Background: an optimization exercise with open tools, aiming at small area and few clock cycles. Do not read the settings as production practice. Only simulation tests tie the RTL to the original design; equivalence was not proved.

## multi_color_centroid_tracker
module multi_color_centroid_tracker #(
  parameter int NUM_COLORS = 2,
  parameter int DATA_W     = 12,
  parameter int COORD_W    = 16,
  parameter int CNT_W      = 24,
  parameter int SUM_W      = 40,
  parameter int MIN_PIXELS = 64,
  localparam int SEL_W     = (NUM_COLORS > 1) ? $clog2(NUM_COLORS) : 1,
  localparam int C_W       = DATA_W / 3
) (
  input  logic                          iCLK,
  input  logic                          iRST,
  input  logic                          iEN,
  input  logic                          iFVAL,
  input  logic                          iDATA_VAL,
  input  logic [DATA_W-1:0]             iDATA,
  input  logic [COORD_W-1:0]            iX_Cont,
  input  logic [COORD_W-1:0]            iY_Cont,
  input  logic                          iCFG_WE,
  input  logic [SEL_W-1:0]              iCFG_SEL,
  input  logic [DATA_W-1:0]             iCFG_MEAN,
  input  logic [C_W-1:0]                iCFG_THRESH,
  output logic [NUM_COLORS-1:0]         oOBJ_VAL,
  output logic [NUM_COLORS*COORD_W-1:0] oX_POS,
  output logic [NUM_COLORS*COORD_W-1:0] oY_POS,
  output logic                          oDONE,
  output logic                          oBUSY,
  output logic                          oOVERRUN
);
Size in the first run: about 3,100 cells after synthesis, about 140 I/O pins, ~29,000 µm² of cells after synthesis.
==> module multi_color_centroid_tracker, before the edit <==
module multi_color_centroid_tracker #(
  parameter int NUM_COLORS = 2,
  parameter int DATA_W     = 12,
  parameter int COORD_W    = 16,
  parameter int CNT_W      = 24,
  parameter int SUM_W      = 40,
  parameter int MIN_PIXELS = 64,
  localparam int SEL_W     = (NUM_COLORS > 1) ? $clog2(NUM_COLORS) : 1,
  localparam int C_W       = DATA_W / 3
) (
  input  logic                          iCLK,
  input  logic                          iRST,
  input  logic                          iEN,
  input  logic                          iFVAL,
  input  logic                          iDATA_VAL,
  input  logic [DATA_W-1:0]             iDATA,
  input  logic [COORD_W-1:0]            iX_Cont,
  input  logic [COORD_W-1:0]            iY_Cont,
  input  logic                          iCFG_WE,
  input  logic [SEL_W-1:0]              iCFG_SEL,
  input  logic [DATA_W-1:0]             iCFG_MEAN,
  input  logic [C_W-1:0]                iCFG_THRESH,
  output logic [NUM_COLORS-1:0]         oOBJ_VAL,
  output logic [NUM_COLORS*COORD_W-1:0] oX_POS,
  output logic [NUM_COLORS*COORD_W-1:0] oY_POS,
  output logic                          oDONE,
  output logic                          oBUSY,
  output logic                          oOVERRUN
);
  localparam int               RHI_W   = SUM_W - COORD_W;      
  localparam int               STEPS   = 2 * COORD_W;          
  localparam int               STEP_W  = $clog2(STEPS);
  localparam logic [CNT_W-1:0] MIN_CNT = CNT_W'(MIN_PIXELS);
  function automatic logic [C_W-1:0] abs_diff(input logic [C_W-1:0] a, input logic [C_W-1:0] b);
    abs_diff = (a >= b) ? (a - b) : (b - a);
  endfunction
  function automatic logic color_match(input logic [DATA_W-1:0] pix,
                                       input logic [DATA_W-1:0] mean,
                                       input logic [C_W-1:0]    thr);
    logic ok;
    ok = 1'b1;
    for (int c = 0; c < 3; c++) begin
      if (abs_diff(pix[c*C_W +: C_W], mean[c*C_W +: C_W]) > thr) ok = 1'b0;
    end
    color_match = ok;
  endfunction
  logic fval_q, fall_q, frame_rise;
  assign frame_rise = iFVAL & ~fval_q;
  logic [NUM_COLORS-1:0][DATA_W-1:0] stg_mean_q, act_mean_q;
  logic [NUM_COLORS-1:0][C_W-1:0]    stg_thr_q, act_thr_q;
  always_ff @(posedge iCLK) begin
    if (iRST) begin
      stg_mean_q <= '0;
      stg_thr_q  <= '0;
    end else if (iCFG_WE && (int'(iCFG_SEL) < NUM_COLORS)) begin
      stg_mean_q[iCFG_SEL] <= iCFG_MEAN;
      stg_thr_q[iCFG_SEL]  <= iCFG_THRESH;
    end
  end
  always_ff @(posedge iCLK) begin
    if (frame_rise) begin
      act_mean_q <= stg_mean_q;
      act_thr_q  <= stg_thr_q;
    end
  end
  logic [NUM_COLORS-1:0]            match;
  logic [NUM_COLORS-1:0][SUM_W-1:0] acc_x_q, acc_y_q;
  logic [NUM_COLORS-1:0][CNT_W-1:0] acc_cnt_q;
  logic [NUM_COLORS-1:0]            acc_ovf_q;
  always_comb begin
    for (int k = 0; k < NUM_COLORS; k++) begin
      match[k] = iEN & iFVAL & iDATA_VAL &
                 color_match(iDATA,
                             frame_rise ? stg_mean_q[k] : act_mean_q[k],
                             frame_rise ? stg_thr_q[k]  : act_thr_q[k]);
    end
  end
  always_ff @(posedge iCLK) begin
    for (int k = 0; k < NUM_COLORS; k++) begin
      if (frame_rise) begin
        acc_ovf_q[k] <= 1'b0;
        acc_cnt_q[k] <= CNT_W'(match[k]);
        acc_x_q[k]   <= match[k] ? SUM_W'(iX_Cont) : '0;
        acc_y_q[k]   <= match[k] ? SUM_W'(iY_Cont) : '0;
      end else if (match[k] && !acc_ovf_q[k]) begin
        if (&acc_cnt_q[k]) begin
          acc_ovf_q[k] <= 1'b1;
        end else begin
          acc_cnt_q[k] <= acc_cnt_q[k] + 1'b1;
          acc_x_q[k]   <= acc_x_q[k] + SUM_W'(iX_Cont);
          acc_y_q[k]   <= acc_y_q[k] + SUM_W'(iY_Cont);
        end
      end
    end
  end
  logic              busy_q, run_q, done_q, cap;
  logic [STEP_W-1:0] step_q;
  logic [NUM_COLORS-1:0] div_v_q, out_v_q, acc_valid;
  assign cap = fall_q & ~busy_q;
  always_comb begin
    for (int k = 0; k < NUM_COLORS; k++)
      acc_valid[k] = (acc_cnt_q[k] >= MIN_CNT) && !acc_ovf_q[k];
  end
  always_ff @(posedge iCLK) begin
    if (iRST) begin
      fval_q  <= 1'b0;
      fall_q  <= 1'b0;
      busy_q  <= 1'b0;
      run_q   <= 1'b0;
      done_q  <= 1'b0;
      out_v_q <= '0;
    end else begin
      fval_q <= iFVAL;
      fall_q <= fval_q & ~iFVAL;
      done_q <= 1'b0;
      if (cap) begin
        busy_q  <= 1'b1;
        run_q   <= |acc_valid;
        done_q  <= ~|acc_valid;
        out_v_q <= '0;
      end else if (run_q) begin
        if (&step_q) begin
          run_q   <= 1'b0;
          done_q  <= 1'b1;
          out_v_q <= div_v_q;
        end
      end else if (done_q) begin
        busy_q <= 1'b0;
      end
    end
  end
  always_ff @(posedge iCLK) begin
    if (cap) begin
      step_q  <= '0;
      div_v_q <= acc_valid;
    end else begin
      step_q <= step_q + 1'b1;
    end
  end
  logic [NUM_COLORS-1:0][SUM_W-1:0] dx_q, dy_q, step_res;
  logic [NUM_COLORS-1:0][CNT_W-1:0] dc_q;
  always_comb begin
    for (int k = 0; k < NUM_COLORS; k++) begin
      logic [CNT_W:0] rem_sh, diff;
      rem_sh = dx_q[k][SUM_W-1:COORD_W-1];
      diff   = rem_sh - {1'b0, dc_q[k]};
      step_res[k] = {diff[CNT_W] ? rem_sh[CNT_W-1:0] : diff[CNT_W-1:0],
                     dx_q[k][COORD_W-2:0], ~diff[CNT_W]};
    end
  end
  always_ff @(posedge iCLK) begin
    for (int k = 0; k < NUM_COLORS; k++) begin
      if (cap) begin
        dx_q[k] <= acc_x_q[k];
        dy_q[k] <= acc_y_q[k];
        dc_q[k] <= acc_cnt_q[k];
      end else begin
        dx_q[k][SUM_W-1:COORD_W] <= dy_q[k][SUM_W-1:COORD_W];
        dy_q[k][SUM_W-1:COORD_W] <= step_res[k][SUM_W-1:COORD_W];
        if (run_q) begin
          dx_q[k][COORD_W-1:0] <= dy_q[k][COORD_W-1:0];
          dy_q[k][COORD_W-1:0] <= step_res[k][COORD_W-1:0];
        end
      end
    end
  end
  always_comb begin
    oBUSY    = busy_q;
    oDONE    = done_q;
    oOVERRUN = fall_q & busy_q;
    for (int k = 0; k < NUM_COLORS; k++) begin
      oOBJ_VAL[k]                  = out_v_q[k];
      oX_POS[k*COORD_W +: COORD_W] = out_v_q[k] ? dx_q[k][COORD_W-1:0] : '0;
      oY_POS[k*COORD_W +: COORD_W] = out_v_q[k] ? dy_q[k][COORD_W-1:0] : '0;
    end
  end
endmodule
==> flow/config.mk <==
export PLATFORM = sky130hd
export DESIGN_NAME = multi_color_centroid_tracker
export DESIGN_NICKNAME = multi_color_centroid_tracker
export VERILOG_FILES = /design/flow/design.v
export SDC_FILE = /design/flow/constraint.sdc
export NUM_CORES = 4
export LEC_CHECK = 0
export CAP_MARGIN = 20
export CORE_MARGIN = 2
export CORE_UTILIZATION = 40
export SLEW_MARGIN = 20
==> flow/constraint.sdc <==
create_clock -name core_clock -period 8.0 [get_ports {iCLK}]
set_input_delay 1.6000 -clock core_clock [delete_from_list [all_inputs] [get_ports {iCLK}]]
set_output_delay 1.6000 -clock core_clock [all_outputs]
set_load 0.01 [all_outputs]
run.sh (not shown) runs the stock make flow with config.mk's settings and CLKGATE_MAP_FILE= SYNTH_SCRIPT=/design/flow/synth_recipe.tcl, a recipe that flattens the netlist after the stock synthesis.
Testbench counts at the start, summed over its fixed seeds: cycles 126,318.
Change:
--- a/flow/design.v
+++ b/flow/design.v
@@ -78,18 +78,11 @@
   always_ff @(posedge iCLK) begin
     for (int k = 0; k < NUM_COLORS; k++) begin
-      if (frame_rise) begin
-        acc_ovf_q[k] <= 1'b0;
-        acc_cnt_q[k] <= CNT_W'(match[k]);
-        acc_x_q[k]   <= match[k] ? SUM_W'(iX_Cont) : '0;
-        acc_y_q[k]   <= match[k] ? SUM_W'(iY_Cont) : '0;
-      end else if (match[k] && !acc_ovf_q[k]) begin
-        if (&acc_cnt_q[k]) begin
-          acc_ovf_q[k] <= 1'b1;
-        end else begin
-          acc_cnt_q[k] <= acc_cnt_q[k] + 1'b1;
-          acc_x_q[k]   <= acc_x_q[k] + SUM_W'(iX_Cont);
-          acc_y_q[k]   <= acc_y_q[k] + SUM_W'(iY_Cont);
-        end
-      end
+      logic add, keep;
+      keep = ~frame_rise;
+      add  = match[k] & ~(keep & (acc_ovf_q[k] | (&acc_cnt_q[k])));
+      acc_ovf_q[k] <= keep & (acc_ovf_q[k] | (match[k] & (&acc_cnt_q[k])));
+      acc_cnt_q[k] <= (keep ? acc_cnt_q[k] : '0) + CNT_W'(add);
+      acc_x_q[k]   <= (keep ? acc_x_q[k] : '0) + (add ? SUM_W'(iX_Cont) : '0);
+      acc_y_q[k]   <= (keep ? acc_y_q[k] : '0) + (add ? SUM_W'(iY_Cont) : '0);
     end
   end
=> Routed wire length shrinks by 2.6%. Sequential cell count stays the same. Critical path depth grows by 13. Cell area shrinks by 4.3%. Area after synthesis shrinks by 5.2%. Final cell count shrinks by 1.7%. Register-to-register slack gets worse by 1.2 ns. Non-clock buffer count grows by 18.
Testbench counts after the change, summed over its fixed seeds: cycles 126,318.

## separate check: timing with driven ports
In the flow no input, the clock included, has a driving cell. The finished layouts below were timed again as built, in two steps. Step 1: set_driving_cell puts a clkbuf_16 on iCLK and a buf_2 on each other input, an assumption about the parent block. Step 2 times the ports against the registers' clock, not the clock port: input delays grow and output delays shrink by t, the midpoint of the rising clock arrivals with the driver on. a / b / c = no drivers / after step 1 / after step 2; a / b = the first two.
run	shift t [ns]	setup WS [ns]	worst hold slack (ns)	latest minus earliest clock arrival (ns)	worst register clock-pin slew, ns
the first run	0.669	1.665 / 1.706 / 1.037	0.402 / 0.402 / 0.402	0.030 / 0.030	0.07 / 0.07
the second run	0.672	0.435 / 0.475 / -0.197	0.419 / 0.419 / 0.419	0.034 / 0.035	0.07 / 0.07
With both steps, setup timing fails in the second run, where it was met with ideal ports. The setup slack of the second run, which loses most, moves by +0.040 ns with the drivers and by -0.632 ns with both steps.
